This design comes from an exercise in tuning for small area and a short achievable clock period on the open sky130 flow, not from production work. In this exercise RTL edits were held to simulation tests only and were not proved equivalent to the original.

==> exp/fjord: inputs <==
Design mdu_param, start of the top module:
module mdu_param #(
    parameter int WIDTH       = 32,
    parameter int MULT_CYCLES = 5,
    parameter int DIV_CYCLES  = 10
) (
    input  logic             clk,
    input  logic             reset,
    input  logic             req,
    input  logic [WIDTH-1:0] in_a,
    input  logic [WIDTH-1:0] in_b,
    input  logic [3:0]       MDUOp,
    input  logic             start,
    output logic [WIDTH-1:0] data_hi,
    output logic [WIDTH-1:0] data_lo,
    output logic             busy
);
    localparam int UW = 36;    
    localparam int NU = 4;     
    localparam logic [3:0] OP_MULT  = 4'd1;
    localparam logic [3:0] OP_MULTU = 4'd2;
    localparam logic [3:0] OP_DIV   = 4'd3;
    localparam logic [3:0] OP_DIVU  = 4'd4;
    localparam logic [3:0] OP_MTHI  = 4'd7;
    localparam logic [3:0] OP_MTLO  = 4'd8;
    localparam logic [3:0] OP_MADD  = 4'd9;
    localparam logic [3:0] OP_MADDU = 4'd10;
    localparam logic [3:0] OP_MSUB  = 4'd11;
    localparam logic [3:0] OP_MSUBU = 4'd12;
    logic [31:0]   hi_q, lo_q;
    logic [3:0]    cnt_q;
    logic          busy_q;
    logic          div_q;      
    logic          sgn_q;      
    logic          msub_q;     
    logic          accum_q;    
    logic          nega_q;     
    logic          negq_q;     
    logic          negb_q;     
    logic [33:0]   a_q;        
    logic [31:0]   q_q;        
    logic          qm1_q;      
    logic [34:0]   acc_q;      
    assign data_hi = hi_q;
    assign data_lo = lo_q;
    assign busy    = busy_q;
    logic op_long, op_div, op_sgn, op_msub, op_accum;
    always_comb begin
        op_long  = 1'b0;
        op_div   = 1'b0;
        op_sgn   = 1'b0;
        op_msub  = 1'b0;
        op_accum = 1'b0;
        case (MDUOp)
            OP_MULT:  begin op_long = 1'b1; op_sgn = 1'b1; end
            OP_MULTU: begin op_long = 1'b1; end
            OP_DIV:   begin op_long = 1'b1; op_div = 1'b1; op_sgn = 1'b1; end
            OP_DIVU:  begin op_long = 1'b1; op_div = 1'b1; end
  ...
export LEC_CHECK = 0
export CAP_MARGIN = 20
export CORE_MARGIN = 2
export CORE_UTILIZATION = 40
export SLEW_MARGIN = 20
create_clock -name core_clock -period 90.0 [get_ports {clk}]
standard.sh (not shown) runs the stock make flow with config.mk's settings and CLKGATE_MAP_FILE= SYNTH_SCRIPT=/design/flow/synth_recipe.tcl, a recipe that flattens the netlist after the stock synthesis.
==> flow/flow/run.sh <==
#!/bin/bash
set -euo pipefail
export BUFFER_PORTS_ARGS="-buffer_cell sky130_fd_sc_hd__buf_2"
export CTS_ARGS="-sink_clustering_enable -repair_clock_nets -buf_list sky130_fd_sc_hd__clkbuf_8 -dont_use_dummy_load"
bash standard.sh > standard.log 2>&1
==> exp/willow (differences from exp/fjord) <==
--- a/flow/design.v
+++ b/flow/design.v
@@ -35,16 +35,17 @@
     logic          accum_q;    
     logic          nega_q;     
     logic          negq_q;     
     logic          negb_q;     
     logic [33:0]   a_q;        
     logic [31:0]   q_q;        
     logic          qm1_q;      
     logic [34:0]   acc_q;      
+    logic          zero0_q;    
     assign data_hi = hi_q;
     assign data_lo = lo_q;
     assign busy    = busy_q;
     logic op_long, op_div, op_sgn, op_msub, op_accum;
     always_comb begin
         op_long  = 1'b0;
         op_div   = 1'b0;
         op_sgn   = 1'b0;
@@ -80,16 +81,41 @@
     logic [31:0] q_neg;
     logic [31:0] q_or;      
     assign negctl = negctl_q;
     always_comb begin
         q_or[0] = 1'b0;
         for (int i = 1; i < 32; i++) q_or[i] = q_or[i-1] | q_q[i-1];
     end
     assign q_neg = q_q ^ ({32{negctl}} & q_or);
+    function automatic logic [UW-1:0] add_pp(input logic [UW-1:0] x, input logic [UW-1:0] y,
+                                            input logic ci);
+        logic [UW:0] g, p, gn, pn;
+        logic [UW-1:0] h;
+        g[0] = ci;
+        p[0] = 1'b0;
+        for (int i = 0; i < UW; i++) begin
+            g[i+1] = x[i] & y[i];
+            p[i+1] = x[i] ^ y[i];
+            h[i]   = x[i] ^ y[i];
+        end
+        for (int d = 1; d <= UW; d = d * 2) begin
+            gn = g;
+            pn = p;
+            for (int k = 0; k <= UW; k++) begin
+                if ((k & d) != 0) begin
+                    gn[k] = g[k] | (p[k] & g[(k / d) * d - 1]);
+                    pn[k] = p[k] & p[(k / d) * d - 1];
+                end
+            end
+            g = gn;
+            p = pn;
+        end
+        for (int i = 0; i < UW; i++) add_pp[i] = h[i] ^ g[i];
+    endfunction
     logic [UW-1:0] ux   [NU];
     logic [UW-1:0] uy   [NU];
     logic          ucin [NU];
     logic [UW-1:0] us   [NU];
     logic          uacc [NU];    
     logic [32:0]   urem [NU];    
     logic          b_one [NU], b_two [NU], b_neg [NU], b_hi [NU];
     always_comb begin
@@ -120,17 +146,17 @@
         end
     end
     always_comb begin
         for (int k = 0; k < NU; k++) begin
             if (k == 0) begin
                 if (d_step)
                     ux[k] = {{(UW-34){acc_q[32]}}, acc_q[32:0], q_q[31] ^ nega_q};
                 else
-                    ux[k] = {{(UW-35){acc_q[34]}}, acc_q};
+                    ux[k] = zero0_q ? '0 : {{(UW-35){acc_q[34]}}, acc_q};
             end else begin
                 if (d_step)
                     ux[k] = {{(UW-34){urem[k-1][32]}}, urem[k-1], q_q[31-k] ^ nega_q};
                 else
                     ux[k] = {{2{us[k-1][UW-1]}}, us[k-1][UW-1:2]};
             end
             if (d_step)
                 ucin[k] = (k == 0) ? acc_q[34] : us[k-1][UW-1];
@@ -138,34 +164,31 @@
                 ucin[k] = b_neg[k] | ((k == 0) & d_last & nega_q);
             for (int i = 0; i < UW; i++) begin
                 logic a1, a2;
                 a1 = a_q[(i > 33) ? 33 : i];
                 a2 = (i == 0) ? 1'b0 : a_q[(i - 1 > 33) ? 33 : i - 1];
                 uy[k][i] = ((b_one[k] & a1) | (b_two[k] & a2)) ^ (d_step ? ucin[k] : b_neg[k]);
                 if (i < 30) uy[k][i] = uy[k][i] | (b_hi[k] & hi_q[i+2]);
             end
-            if (k == 0) begin
-                us[k] = ux[k] + uy[k] + {{(UW-1){1'b0}}, ucin[k]};
-            end else begin
-                us[k][UW-2:0] = ux[k][UW-2:0] + uy[k][UW-2:0] + {{(UW-2){1'b0}}, ucin[k]};
-                us[k][UW-1]   = us[k][UW-2];
-            end
+            us[k] = add_pp(ux[k], uy[k], ucin[k]);
+            if (k != 0) us[k][UW-1] = us[k][UW-2];
             uacc[k] = us[k][UW-1] ^ ~nega_q;
             urem[k] = us[k][32:0];
         end
     end
     logic        commit;
     logic        bzero;
     assign bzero  = (a_q == 34'd0);
     assign commit = last & ~(div_q & bzero);
+    logic wr_hi, wr_lo;
+    assign wr_hi = ~busy_q & ~req & (MDUOp == OP_MTHI);
+    assign wr_lo = ~busy_q & ~req & (MDUOp == OP_MTLO);
     always_ff @(posedge clk) begin
         if (reset) begin
-            hi_q      <= 32'd0;
-            lo_q      <= 32'd0;
             cnt_q     <= 4'd0;
             busy_q    <= 1'b0;
             d_first_q <= 1'b0;
             d_step_q  <= 1'b0;
             d_last_q  <= 1'b0;
             m_last_q  <= 1'b0;
         end else begin
             d_first_q <= accept & op_div;
@@ -174,42 +197,49 @@
             m_last_q  <= busy_q & ~div_q & (cnt_q == 4'd2);
             if (busy_q) begin
                 cnt_q  <= cnt_q - 4'd1;
                 busy_q <= (cnt_q != 4'd1);
             end else if (accept) begin
                 cnt_q  <= op_div ? 4'd10 : 4'd5;
                 busy_q <= 1'b1;
             end
-            if (commit) begin
-                hi_q <= {us[1][29:0], us[0][1:0]};
-                lo_q <= q_neg;
-            end else if (~busy_q & ~req & (MDUOp == OP_MTHI)) begin
-                hi_q <= in_a;
-            end else if (~busy_q & ~req & (MDUOp == OP_MTLO)) begin
-                lo_q <= in_a;
-            end
-        end
+        end
+    end
+    logic        ld_hi, ld_lo, ld_r, keep_hi, keep_lo;
+    logic [31:0] hi_d, lo_d;
+    assign ld_hi   = ~reset & wr_hi;
+    assign ld_lo   = ~reset & wr_lo;
+    assign ld_r    = ~reset & commit;
+    assign keep_hi = ~reset & ~wr_hi & ~commit;
+    assign keep_lo = ~reset & ~wr_lo & ~commit;
+    assign hi_d = ({32{ld_hi}} & in_a) | ({32{ld_r}} & {us[1][29:0], us[0][1:0]}) | ({32{keep_hi}} & hi_q);
+    assign lo_d = ({32{ld_lo}} & in_a) | ({32{ld_r}} & q_neg) | ({32{keep_lo}} & lo_q);
+    always_ff @(posedge clk) begin
+        hi_q <= hi_d;
+        lo_q <= lo_d;
     end
     always_ff @(posedge clk) begin
         if (~busy_q) begin
             div_q    <= ~MDUOp[3] & (MDUOp[2] | (MDUOp[1] & MDUOp[0]));
             sgn_q    <= MDUOp[0];
             msub_q   <= MDUOp[3] & (MDUOp[2] | (MDUOp[1] & MDUOp[0]));
             accum_q  <= MDUOp[3];
             nega_q   <= (MDUOp == OP_DIV) & in_a[31];
             negb_q   <= (MDUOp == OP_DIV) & in_b[31];
             negq_q   <= (MDUOp == OP_DIV) & (in_a[31] ^ in_b[31]);
             negctl_q <= (MDUOp == OP_DIV) & in_a[31];
             a_q      <= {{2{MDUOp[0] & in_b[31]}}, in_b};
             q_q      <= in_a;
             qm1_q    <= 1'b0;
-            acc_q    <= MDUOp[3] ? {1'b0, hi_q[1:0], lo_q} : 35'd0;
+            acc_q    <= {1'b0, hi_q[1:0], lo_q};
+            zero0_q  <= ~MDUOp[3];
         end else begin
             negctl_q <= negq_q;
+            zero0_q  <= 1'b0;
             if (div_q) begin
                 if (d_first) begin
                     a_q   <= us[0][33:0];
                     q_q   <= q_neg;
                     acc_q <= {35{nega_q}};
                 end else begin
                     q_q   <= {q_q[27:0], uacc[0], uacc[1], uacc[2], uacc[3]};
                     acc_q <= {{2{urem[3][32]}}, urem[3]};
==> flow/flow/run.sh (replaced) <==
#!/bin/bash
set -euo pipefail
export BUFFER_PORTS_ARGS="-buffer_cell sky130_fd_sc_hd__buf_1"
export CTS_ARGS='-sink_clustering_enable -repair_clock_nets -buf_list sky130_fd_sc_hd__clkbuf_8 -tree_buf sky130_fd_sc_hd__clkbuf_16 -sink_clustering_levels 1 -dont_use_dummy_load'
bash standard.sh > standard.log 2>&1
==> flow/config.mk (replaced) <==
export PLATFORM = sky130hd
export DESIGN_NAME = mdu_param
export DESIGN_NICKNAME = mdu_param
export VERILOG_FILES = /design/flow/design.v
export SDC_FILE = /design/flow/constraint.sdc
export NUM_CORES = 4
export LEC_CHECK = 0
export ABC_AREA = 1
export CAP_MARGIN = 20
export CORE_MARGIN = 2
export CORE_UTILIZATION = 40
export SLEW_MARGIN = 60
==> notes <==
In clock-buffer cell count, exp/fjord and exp/willow do not differ.
exp/willow completed without violations. exp/fjord went through all stages and came out clean.
Clock skew: exp/willow is lower than exp/fjord (0.0069 ns).
Of exp/willow and exp/fjord, exp/fjord has the higher hold slack (gap 0.031 ns).
==> figures <==
quantity	exp/fjord	exp/willow
Run status	finished clean	finished clean
Filler Cells Inserted	4,950	4,694
Reg-to-reg critical path startpoint	d_step_q	d_first_q
Post-route worst setup slack	70.02 ns	70.69 ns
Mean number of vias per cell	6.24	5.83
Area of placed instances	20,800 sq um	19,100 sq um
Clock Skew	0.0357 ns	0.0288 ns
Multi-input comb cells	2,078	1,927
Effective utilization at floorplan	0.403	0.406
Worst Hold Depth	1	2

-- static timing again, ports no longer ideal --
The flow's constraints put no driver on any port. The routed layouts listed below were extracted and timed again, unchanged, in two steps.
Step 1 sets driving cells, clkbuf_16 on the clock port and buf_2 on the other inputs (assumed; they add their load-dependent delay and slew).
Step 2 adds t to the input delays and takes it off the output delays; t is the mean of the earliest and latest rising clock arrival at the registers after step 1. Input paths then give back, and output paths get back, about the clock's delay inside the block.
Three values: ideal ports, drivers, drivers and shift; two values: the first two.
run	t (ns)	setup WS [ns]	worst setup path at the end	worst data-port slew with drivers (ns)
exp/fjord	0.629	70.020 / 70.020 / 69.612	input to register	0.05
exp/willow	0.683	70.687 / 70.635 / 70.040	input to register	0.05
After both steps every run listed still meets setup and hold. The setup slack of exp/willow, which loses most, moves by -0.052 ns with the drivers and by -0.647 ns with both steps.
